This design comes from an exercise in tuning for small area on the open sky130 flow, not from production work.
The RTL was checked by simulation tests, not by an equivalence proof against the original design.
Power is estimated from default activity; no workload was simulated.

==> design.v <==
package sdctrl_pkg;
    typedef enum logic [1:0] {
        RESP_NONE        = 2'd0,
        RESP_SHORT       = 2'd1,     
        RESP_SHORT_NOCRC = 2'd2,     
        RESP_LONG        = 2'd3      
    } sd_resp_class_e;
    typedef enum logic [2:0] {
        INITIALISE = 3'd0,
        IDLE       = 3'd1,
        WRITECMD   = 3'd2,
        READ       = 3'd3,
        AWAIT      = 3'd4
    } sd_phy_state_e;
    typedef struct packed {
        logic [47:0]    cmd;
        sd_resp_class_e resp_class;
    } sd_cmd_req_t;
    typedef struct packed {
        logic level;
        logic rise;
        logic fall;
    } sd_clk_t;
    typedef struct packed {
        logic [135:0] data;                  
        logic         crc_err;
        logic         timeout;
    } sd_resp_t;
endpackage
`timescale 1ns/1ps
module sdclkgen (
    input  logic                sdctrl_clock_i,
    input  logic                rst_i,
    output sdctrl_pkg::sd_clk_t sdclk_o
);
    localparam int CLK_DIV = 2;
    localparam int CNT_W   = (CLK_DIV > 1) ? $clog2(CLK_DIV) : 1;
    logic [CNT_W-1:0] div_cnt;
    logic             level_q;
    logic             rise_q;
    logic             fall_q;
    always_ff @(posedge sdctrl_clock_i) begin
        if (rst_i) begin
            div_cnt <= '0;
            level_q <= 1'b1;                 
            rise_q  <= 1'b0;
            fall_q  <= 1'b0;
        end else begin
            rise_q <= 1'b0;
            fall_q <= 1'b0;
            if (div_cnt == CNT_W'(CLK_DIV - 1)) begin
                div_cnt <= '0;
                level_q <= ~level_q;
                rise_q  <= ~level_q;         
                fall_q  <= level_q;
            end else begin
                div_cnt <= div_cnt + 1'b1;
            end
        end
    end
    assign sdclk_o.level = level_q;
    assign sdclk_o.rise  = rise_q;
    assign sdclk_o.fall  = fall_q;
endmodule
`timescale 1ns/1ps
module sdcmd_tx (
    input  logic                sdctrl_clock_i,
    input  logic                rst_i,
    input  sdctrl_pkg::sd_clk_t clk_i,
    input  logic                load_i,
    input  logic [47:0]         cmd_i,
    output logic                cmd_o,
    output logic                oe_o,
    output logic                done_o
);
    logic [47:0] shreg;
    logic [5:0]  bit_cnt;
    logic        busy;
    always_ff @(posedge sdctrl_clock_i) begin
        if (load_i) begin
            shreg <= cmd_i;
        end else if (busy && clk_i.fall) begin
            shreg <= {shreg[46:0], 1'b0};    
        end
    end
    always_ff @(posedge sdctrl_clock_i) begin
        if (rst_i) begin
            busy    <= 1'b0;
            bit_cnt <= '0;
            cmd_o   <= 1'b1;
            oe_o    <= 1'b0;
            done_o  <= 1'b0;
        end else begin
            done_o <= 1'b0;
            if (load_i) begin
                busy    <= 1'b1;
                bit_cnt <= '0;
            end else if (busy && clk_i.fall) begin
                if (bit_cnt == 6'd48) begin
                    busy   <= 1'b0;
                    cmd_o  <= 1'b1;
                    oe_o   <= 1'b0;
                    done_o <= 1'b1;
                end else begin
                    cmd_o   <= shreg[47];
                    oe_o    <= 1'b1;
                    bit_cnt <= bit_cnt + 1'b1;
                end
            end
        end
    end
endmodule
`timescale 1ns/1ps
module sdresp_rx (
    input  logic                       sdctrl_clock_i,
    input  logic                       rst_i,
    input  sdctrl_pkg::sd_clk_t        clk_i,
    input  logic                       arm_i,
    input  sdctrl_pkg::sd_resp_class_e class_i,
    input  logic                       resp_i,
    output sdctrl_pkg::sd_resp_t       result_o,
    output logic                       done_o
);
    localparam int NCR_MAX = 64;
    localparam int WAIT_W  = $clog2(NCR_MAX + 1);
    typedef enum logic [1:0] {
        RX_IDLE,
        RX_WAIT,
        RX_SHIFT,
        RX_CHECK
    } rx_state_e;
    rx_state_e         state;
    sdctrl_pkg::sd_resp_class_e    class_q;
    logic [WAIT_W-1:0] wait_cnt;
    logic [7:0]        bit_cnt;
    logic [7:0]        last_bit;
    logic [135:0]      shreg;
    logic [6:0]        crc;
    logic              crc_en;
    logic              crc_fb;
    logic              take_bit;
    logic              crc_err_q;
    logic              timeout_q;
    assign last_bit = (class_q == sdctrl_pkg::RESP_LONG) ? 8'd135 : 8'd47;
    assign take_bit = clk_i.rise && ((state == RX_WAIT && !resp_i) || state == RX_SHIFT);
    assign crc_fb   = crc[6] ^ resp_i;
    always_comb begin
        if (class_q == sdctrl_pkg::RESP_LONG) begin
            crc_en = (bit_cnt >= 8'd8) && (bit_cnt <= 8'd127);   
        end else begin
            crc_en = (bit_cnt <= 8'd39);                         
        end
    end
    always_ff @(posedge sdctrl_clock_i) begin
        if (arm_i) begin
            shreg <= '0;
            crc   <= '0;
        end else if (take_bit) begin
            shreg <= {shreg[134:0], resp_i};
            if (crc_en) begin
                crc <= {crc[5:3], crc[2] ^ crc_fb, crc[1:0], crc_fb};
            end
        end
    end
    always_ff @(posedge sdctrl_clock_i) begin
        if (rst_i) begin
            state     <= RX_IDLE;
            class_q   <= sdctrl_pkg::RESP_NONE;
            wait_cnt  <= '0;
            bit_cnt   <= '0;
            crc_err_q <= 1'b0;
            timeout_q <= 1'b0;
            done_o    <= 1'b0;
        end else begin
            done_o <= 1'b0;
            if (arm_i) begin
                state     <= RX_WAIT;
                class_q   <= class_i;
                wait_cnt  <= '0;
                bit_cnt   <= '0;
                crc_err_q <= 1'b0;
                timeout_q <= 1'b0;
            end else begin
                case (state)
                    RX_WAIT: begin
                        if (take_bit) begin
                            state   <= RX_SHIFT;
                            bit_cnt <= 8'd1;
                        end else if (clk_i.rise) begin
                            if (wait_cnt == WAIT_W'(NCR_MAX - 1)) begin
                                state     <= RX_IDLE;    
                                timeout_q <= 1'b1;
                                done_o    <= 1'b1;
                            end else begin
                                wait_cnt <= wait_cnt + 1'b1;
                            end
                        end
                    end
                    RX_SHIFT: begin
                        if (take_bit) begin
                            if (bit_cnt == last_bit) begin
                                state <= RX_CHECK;
                            end else begin
                                bit_cnt <= bit_cnt + 1'b1;
                            end
                        end
                    end
                    RX_CHECK: begin
                        state     <= RX_IDLE;
                        crc_err_q <= (class_q != sdctrl_pkg::RESP_SHORT_NOCRC) && (crc != shreg[7:1]);
                        done_o    <= 1'b1;
                    end
                    default: state <= RX_IDLE;
                endcase
            end
        end
    end
    assign result_o.data    = shreg;
    assign result_o.crc_err = crc_err_q;
    assign result_o.timeout = timeout_q;
endmodule
`timescale 1ns/1ps
module sdcmdphy (
    input  logic                    sdctrl_clock_i,
    input  logic                    rst_i,
    input  sdctrl_pkg::sd_clk_t     clk_i,
    input  sdctrl_pkg::sd_cmd_req_t req_i,
    input  logic                    start_i,
    output logic                    ready_o,
    output sdctrl_pkg::sd_resp_t    resp_o,
    output logic                    finish_o,
    output logic                    cmd_o,
    output logic                    cmd_oe_o,
    input  logic                    resp_i
);
    localparam int INIT_CYCLES = 74;
    localparam int INIT_W      = $clog2(INIT_CYCLES + 1);
    sdctrl_pkg::sd_phy_state_e  state;
    sdctrl_pkg::sd_resp_class_e class_q;
    logic [INIT_W-1:0] init_cnt;
    logic           tx_load;
    logic           tx_done;
    logic           rx_arm;
    logic           rx_done;
    sdctrl_pkg::sd_resp_t       rx_result;
    sdctrl_pkg::sd_resp_t       resp_q;
    assign ready_o  = (state == sdctrl_pkg::IDLE);
    assign finish_o = (state == sdctrl_pkg::AWAIT);      
    assign resp_o   = resp_q;
    assign tx_load  = ready_o && start_i;
    assign rx_arm   = (state == sdctrl_pkg::WRITECMD) && tx_done && (class_q != sdctrl_pkg::RESP_NONE);
    always_ff @(posedge sdctrl_clock_i) begin
        if (rst_i) begin
            state    <= sdctrl_pkg::INITIALISE;
            class_q  <= sdctrl_pkg::RESP_NONE;
            init_cnt <= '0;
        end else begin
            case (state)
                sdctrl_pkg::INITIALISE: begin
                    if (clk_i.rise) begin
                        if (init_cnt == INIT_W'(INIT_CYCLES - 1)) begin
                            state <= sdctrl_pkg::IDLE;
                        end else begin
                            init_cnt <= init_cnt + 1'b1;
                        end
                    end
                end
                sdctrl_pkg::IDLE: begin
                    if (start_i) begin
                        class_q <= req_i.resp_class;
                        state   <= sdctrl_pkg::WRITECMD;
                    end
                end
                sdctrl_pkg::WRITECMD: begin
                    if (tx_done) begin
                        if (class_q == sdctrl_pkg::RESP_NONE) begin
                            state <= sdctrl_pkg::AWAIT;
                        end else begin
                            state <= sdctrl_pkg::READ;
                        end
                    end
                end
                sdctrl_pkg::READ: begin
                    if (rx_done) begin
                        state <= sdctrl_pkg::AWAIT;
                    end
                end
                sdctrl_pkg::AWAIT:   state <= sdctrl_pkg::IDLE;
                default: state <= sdctrl_pkg::INITIALISE;
            endcase
        end
    end
    always_ff @(posedge sdctrl_clock_i) begin
        if (state == sdctrl_pkg::WRITECMD && tx_done && class_q == sdctrl_pkg::RESP_NONE) begin
            resp_q <= '0;
        end else if (state == sdctrl_pkg::READ && rx_done) begin
            resp_q <= rx_result;
        end
    end
    sdcmd_tx sdcmd_tx_inst (
        .sdctrl_clock_i (sdctrl_clock_i),
        .rst_i          (rst_i),
        .clk_i          (clk_i),
        .load_i         (tx_load),
        .cmd_i          (req_i.cmd),
        .cmd_o          (cmd_o),
        .oe_o           (cmd_oe_o),
        .done_o         (tx_done)
    );
    sdresp_rx sdresp_rx_inst (
        .sdctrl_clock_i (sdctrl_clock_i),
        .rst_i          (rst_i),
        .clk_i          (clk_i),
        .arm_i          (rx_arm),
        .class_i        (class_q),
        .resp_i         (resp_i),
        .result_o       (rx_result),
        .done_o         (rx_done)
    );
endmodule
`timescale 1ns/1ps
module sdctrl_top (
    input  logic                    sdctrl_clock_i,
    input  logic                    rst_i,
    input  logic [49:0]             req_i,       
    input  logic                    start_i,
    output logic                    ready_o,
    output logic [137:0]            resp_o,      
    output logic                    finish_o,
    output logic                    sdclk_o,
    output logic                    cmd_o,
    output logic                    cmd_oe_o,
    input  logic                    resp_i
);
    sdctrl_pkg::sd_clk_t     sd_clk;
    sdctrl_pkg::sd_cmd_req_t req;
    sdctrl_pkg::sd_resp_t    resp;
    assign req    = sdctrl_pkg::sd_cmd_req_t'(req_i);
    assign resp_o = resp;
    sdclkgen sdclkgen_inst (
        .sdctrl_clock_i (sdctrl_clock_i),
        .rst_i          (rst_i),
        .sdclk_o        (sd_clk)
    );
    sdcmdphy sdcmdphy_inst (
        .sdctrl_clock_i (sdctrl_clock_i),
        .rst_i          (rst_i),
        .clk_i          (sd_clk),
        .req_i          (req),
        .start_i        (start_i),
        .ready_o        (ready_o),
        .resp_o         (resp),
        .finish_o       (finish_o),
        .cmd_o          (cmd_o),
        .cmd_oe_o       (cmd_oe_o),
        .resp_i         (resp_i)
    );
    assign sdclk_o = sd_clk.level;           
endmodule
==> run.sh <==
#!/bin/bash
# synth_recipe.tcl (not shown) runs the flow's synth.tcl, then flattens the netlist and writes it again
# the make line also repeats each setting of config.mk as NAME=value (left out here)
make -C /OpenROAD-flow-scripts/flow DESIGN_CONFIG=/design/flow/config.mk WORK_HOME=/design/flow/orfs CLKGATE_MAP_FILE= SYNTH_SCRIPT=/design/flow/synth_recipe.tcl finish
==> config.mk <==
export PLATFORM = sky130hd
export DESIGN_NAME = sdctrl_top
export DESIGN_NICKNAME = sdctrl_top
export VERILOG_FILES = /design/flow/design.v
export SDC_FILE = /design/flow/constraint.sdc
export NUM_CORES = 4
export LEC_CHECK = 0
export CAP_MARGIN = 20
export CORE_MARGIN = 2
export CORE_UTILIZATION = 40
export SLEW_MARGIN = 20
==> constraint.sdc <==
create_clock -name core_clock -period 5.0 [get_ports {sdctrl_clock_i}]
set_input_delay 1.0000 -clock core_clock [delete_from_list [all_inputs] [get_ports {sdctrl_clock_i}]]
set_output_delay 1.0000 -clock core_clock [all_outputs]
set_load 0.01 [all_outputs]
==> flow_metrics.py <==
metrics = {
    "timing": {
        "fin_crit_ns": 3.274,
        "rsz0062_at_grt": "no",
        "fin_skew_ns": 0.01426,
        "fin_crit_sh": 0.6549,
        "setup_slack_ns": 1.726,
        "slew_viol_final": 0,
        "max_slew_margin": 0.2889,
        "fmax_ghz": 0.3054,
        "fin_tns_setup_ns": 0,
        "finalSetupViolations": 0,
        "hold_violations": 0,
        "worst_pin_slew_ns": 1.067,
    },
    "setup_path": {
        "endpoint": "ready_o",
        "cp.arrival_ns": 2.27,
        "path_max_fanout": 13,
        "r2r_end": "sdcmdphy_inst.sdresp_rx_inst.shreg[127]",
        "cp.required_ns": 4.00,
        "reg2reg_depth": 7,
        "path_class": "reg2out",
        "crit_path_start_kind": "register",
        "end_kind": "primary output",
        "r2r-start": "sdcmdphy_inst.sdresp_rx_inst.state[1]",
        "rrSetupSlack_ns": 2.12,
        "startpoint": "sdcmdphy_inst.state[0]",
    },
    "clock_network": {
        "cts_resized": 0,
        "htree_levels": 2,
        "cts_root_buf": "clkbuf_16",
        "worstSkewPairLatency_ns": 0.53,
        "cts_tree": "done",
        "numClockSinks": 377,
        "cts_buffers": 41,
        "post_cts_buffers": 0,
        "clock_path_buffers": 3,
        "hold_buffers": 0,
        "clkTransAtPathRegs_ns": 0.06,
    },
    "pwr": {
        "p_comb_frac": 0.012,
        "p_sw_frac": 0.2034,
        "powerDensity_nw_per_um2": 345.7,
        "power.internal_mw": 4.874,
        "clkPwrFrac": 0.486,
        "p_leak_nw": 6.342,
        "p_total_mw": 6.119,
        "seqPwrFrac": 0.502,
        "power_switching_mw": 1.244,
        "vdd_drop_max_v": 0.0002299,
    },
    "synth": {
        "synth_seq_cells": 377,
        "synth_area_per_cell_um2": 8.278,
        "async_flop_share": 0,
        "synth_flop_cell": "dfxtp_1",
        "synth_top_area_cell": "dfxtp_1",
        "syn_inst": 1707,
        "syn_nets": 1771,
        "syn-cell-area_um2": 14130,
        "yosysWarnings": 4,
        "synth_top_area_frac": 0.4661,
        "ys_top_cells_by_area": "dfxtp_1 47%, nand2_1 19%, a21oi_1 10%, edfxtp_1 10%, buf_2 2.6%",
        "synth_edf_count": 48,
        "ys_seq_area_frac": 0.5681,
        "yosys.cell_types.count": 56,
    },
    "layout": {
        "instances_no_fill": 2335,
        "drive_gt1_frac": 0.05213,
        "fin_area_um2": 17700,
        "syn2layout_area_growth_pct": 25.27,
        "diodes": 0,
        "layout.nets": 1914,
    },
    "place": {
        "io_buffers": 196,
        "globalplace.congestion": 0.7731,
        "dp_cells": 2261,
        "dp_slack_ns": 1.545,
        "place_hpwl_mm": 20.25,
        "postPlaceCellArea_um2": 16320,
    },
    "drt": {
        "drt_iter0_markers": 728,
        "drc": 0,
        "viasPerCell": 4.943,
        "wl_per_cell_um": 13.94,
        "routed_wl_mm": 32.55,
        "drtPass1Iterations": 5,
        "vias": 11540,
        "antenna_left": 0,
    },
    "worst_hold_path": {
        "hold_path_class": "reg2reg",
        "hold_depth": 2,
    },
    "floorplanning": {
        "start_util": 0.4080,
        "fp.dieH_um": 192.0,
        "boundaryPins": 197,
        "row_count": 68,
        "die-area_um2": 36840,
        "core-area_um2": 34630,
        "die_w_um": 192.0,
    },
    "status": {
        "outcome": "finished clean",
    },
    "global_route": {
        "grt_first_pass_wirelength_mm": 53.52,
        "grt_overflow_total": 0,
        "grt_max_degree": 116,
        "grt_usage": 0.1753,
        "grt_pass1_vias": 10710,
        "antenna_found_initial": 0,
    },
    "run": {
        "max_cap_viol_count": 0,
    },
}
-- Yosys cell counts (2+ instances only) --
cell type and n:
edfxtp_1 48, and3_1 4, a21oi_1 292, nand2_1 718, a211oi_1 4, buf_4 3, o41ai_1 2, nand4b_1 3
a31oi_1 3, or3_1 5, nor3_1 12, o21ai_1 2, and2_1 3, ha_1 10, clkbuf_1 35, nor2b_1 3
nand2b_1 6, nand3_1 14, xnor2_1 14, nor3b_1 4, inv_1 11, mux2i_1 10, xor2_1 9, o221ai_1 2
nand4_1 7, nor2_1 44, buf_2 73, o21a_1 3, o21ai_0 7, and4_1 2, dfxtp_1 329
-- worst max-delay path, stage by stage, from the launching register on --
cell	delay, ns
dfxtp_1	0.64
nor3b_1	0.46
clkdlybuf4s50_1	0.65
-- cell families (layout without fill, tap and decap cells) --
logic type               after synthesis  count (layout)  share of synthesized area
flip-flops                           377             377                     0.5681
XOR/XNOR                              23              23                    0.01426
AND/OR/NAND/NOR                      838             838                     0.2392
adder cells (fa/ha/maj)               10              10                   0.008855
buffers and inverters                122             295                    0.03967
AO/OA/AOI/OAI                        327             327                     0.1228
multiplexers                          10              10                   0.007084
-- through the flow --
step / util / hold slack (ns)
2_1_floorplan: - / 0.4294
3_3_place_gp: 0.4714 / 0.4393
3_5_place_dp: 0.4714 / 0.4459
4_1_cts: 0.5104 / 0.4547
5_1_grt: 0.5112 / 0.4721
6_report: 0.5112 / 0.4523
-- sequential cells by signal, indices dropped and copies added (netlist names), 2 cells and up --
name	flops
sdcmdphy_inst.sdresp_rx_inst.class_q	2
sdcmdphy_inst.resp_q	138
sdcmdphy_inst.init_cnt	7
sdcmdphy_inst.class_q	2
sdcmdphy_inst.sdresp_rx_inst.crc	7
sdcmdphy_inst.sdcmd_tx_inst.shreg	48
sdcmdphy_inst.sdresp_rx_inst.state	2
sdcmdphy_inst.sdresp_rx_inst.bit_cnt	8
sdcmdphy_inst.sdcmd_tx_inst.bit_cnt	6
sdcmdphy_inst.sdresp_rx_inst.shreg	136
sdcmdphy_inst.sdresp_rx_inst.wait_cnt	7
sdcmdphy_inst.state	3
-- power by group through the flow --
stage / logic [mW] / clock network (mW) / registers, mW
detailed placement: 0.0748 / 0 / 3.14
global placement: 0.0744 / 0 / 3.14
floorplan: 0.0227 / 0 / 3.13
finish: 0.0740 / 2.97 / 3.07
CTS: 0.0751 / 3.06 / 3.07
global route: 0.0803 / 3.18 / 3.07
-- layer usage --
| layer | vias to the layer above | GRT usage | share of wire | routed length [um] |
|---|---|---|---|---|
| met5 | - | 0 | 0 | 0 |
| met4 | 0 | 0.04734 | 0.019 | 618 |
| met3 | 44 | 0.02869 | 0.043 | 1394 |
| met2 | 195 | 0.2924 | 0.47 | 15270 |
| met1 | 5435 | 0.2353 | 0.47 | 15260 |
| li1 | 5867 | - | - | - |
-- final cells by class --
type | instances | area (um2)
timing repair buffer | 211 | 2112
clock inverter | 14 | 126.4
clock buffer | 59 | 1225
tap | 455 | 569.3
inverter | 11 | 41.29
sequential | 377 | 8028
multi-input combinational | 1208 | 5599
fill | 3366 | 16930
-- how the worst min path moves through the flow --
stage / start / end / slack (ns)
after floorplan: sdclkgen_inst.div_cnt / sdclkgen_inst.div_cnt / 0.43
after global placement: sdclkgen_inst.div_cnt / sdclkgen_inst.div_cnt / 0.44
after detailed placement: sdcmdphy_inst.resp_q[2] / sdcmdphy_inst.resp_q[2] / 0.45
after CTS: sdcmdphy_inst.resp_q[2] / sdcmdphy_inst.resp_q[2] / 0.45
after global routing: sdcmdphy_inst.resp_q[0] / sdcmdphy_inst.resp_q[0] / 0.47
final: sdcmdphy_inst.resp_q[95] / sdcmdphy_inst.resp_q[95] / 0.45
-- cell usage in the layout, fill, tap and decap left out, types with 3 or more instances in the layout --
cell | synthesis | final
nand2_1 | 718 | 717
dfxtp_1 | 329 | 329
a21oi_1 | 292 | 291
clkdlybuf4s50_1 | 0 | 196
edfxtp_1 | 48 | 48
nor2_1 | 44 | 44
clkbuf_16 | 0 | 42
xnor2_1 | 14 | 14
nand3_1 | 14 | 13
buf_4 | 3 | 12
inv_1 | 11 | 11
nor3_1 | 12 | 11
clkbuf_8 | 0 | 11
mux2i_1 | 10 | 10
ha_1 | 10 | 10
xor2_1 | 9 | 9
clkinv_2 | 0 | 8
nand4_1 | 7 | 7
o21ai_0 | 7 | 7
nand2b_1 | 6 | 6
clkbuf_1 | 35 | 6
or3_1 | 5 | 5
nor3b_1 | 4 | 4
a211oi_1 | 4 | 4
nor2b_1 | 3 | 3
and3_1 | 4 | 3
a31oi_1 | 3 | 3
nand4b_1 | 3 | 3
o21a_1 | 3 | 3
and2_1 | 3 | 3
buf_12 | 0 | 3

port drivers added, routing unchanged:
The results above use ideal ports. As a check the final layout listed here was re-extracted and re-timed, cells and wires unchanged. Step 1: set_driving_cell puts a clkbuf_16 on sdctrl_clock_i and a buf_2 on each other input, an assumption about the parent block. Step 2 also shifts input and output timing later by t, the mid clock arrival at the registers, as if the neighbouring blocks saw the same clock. Slacks: ideal / step 1 / step 2; pairs: ideal / step 1.
t (ns): 0.573
setup WS [ns]: 1.726 / 1.676 / 1.508
clock arrival spread, ns: 0.021 / 0.021
worst register clock-pin slew, ns: 0.06 / 0.06
worst slew at a driven data input, ns: 0.06
After both steps this run still meets setup and hold. For this run, drivers alone change the setup slack by -0.050 ns; drivers and shift together by -0.218 ns.
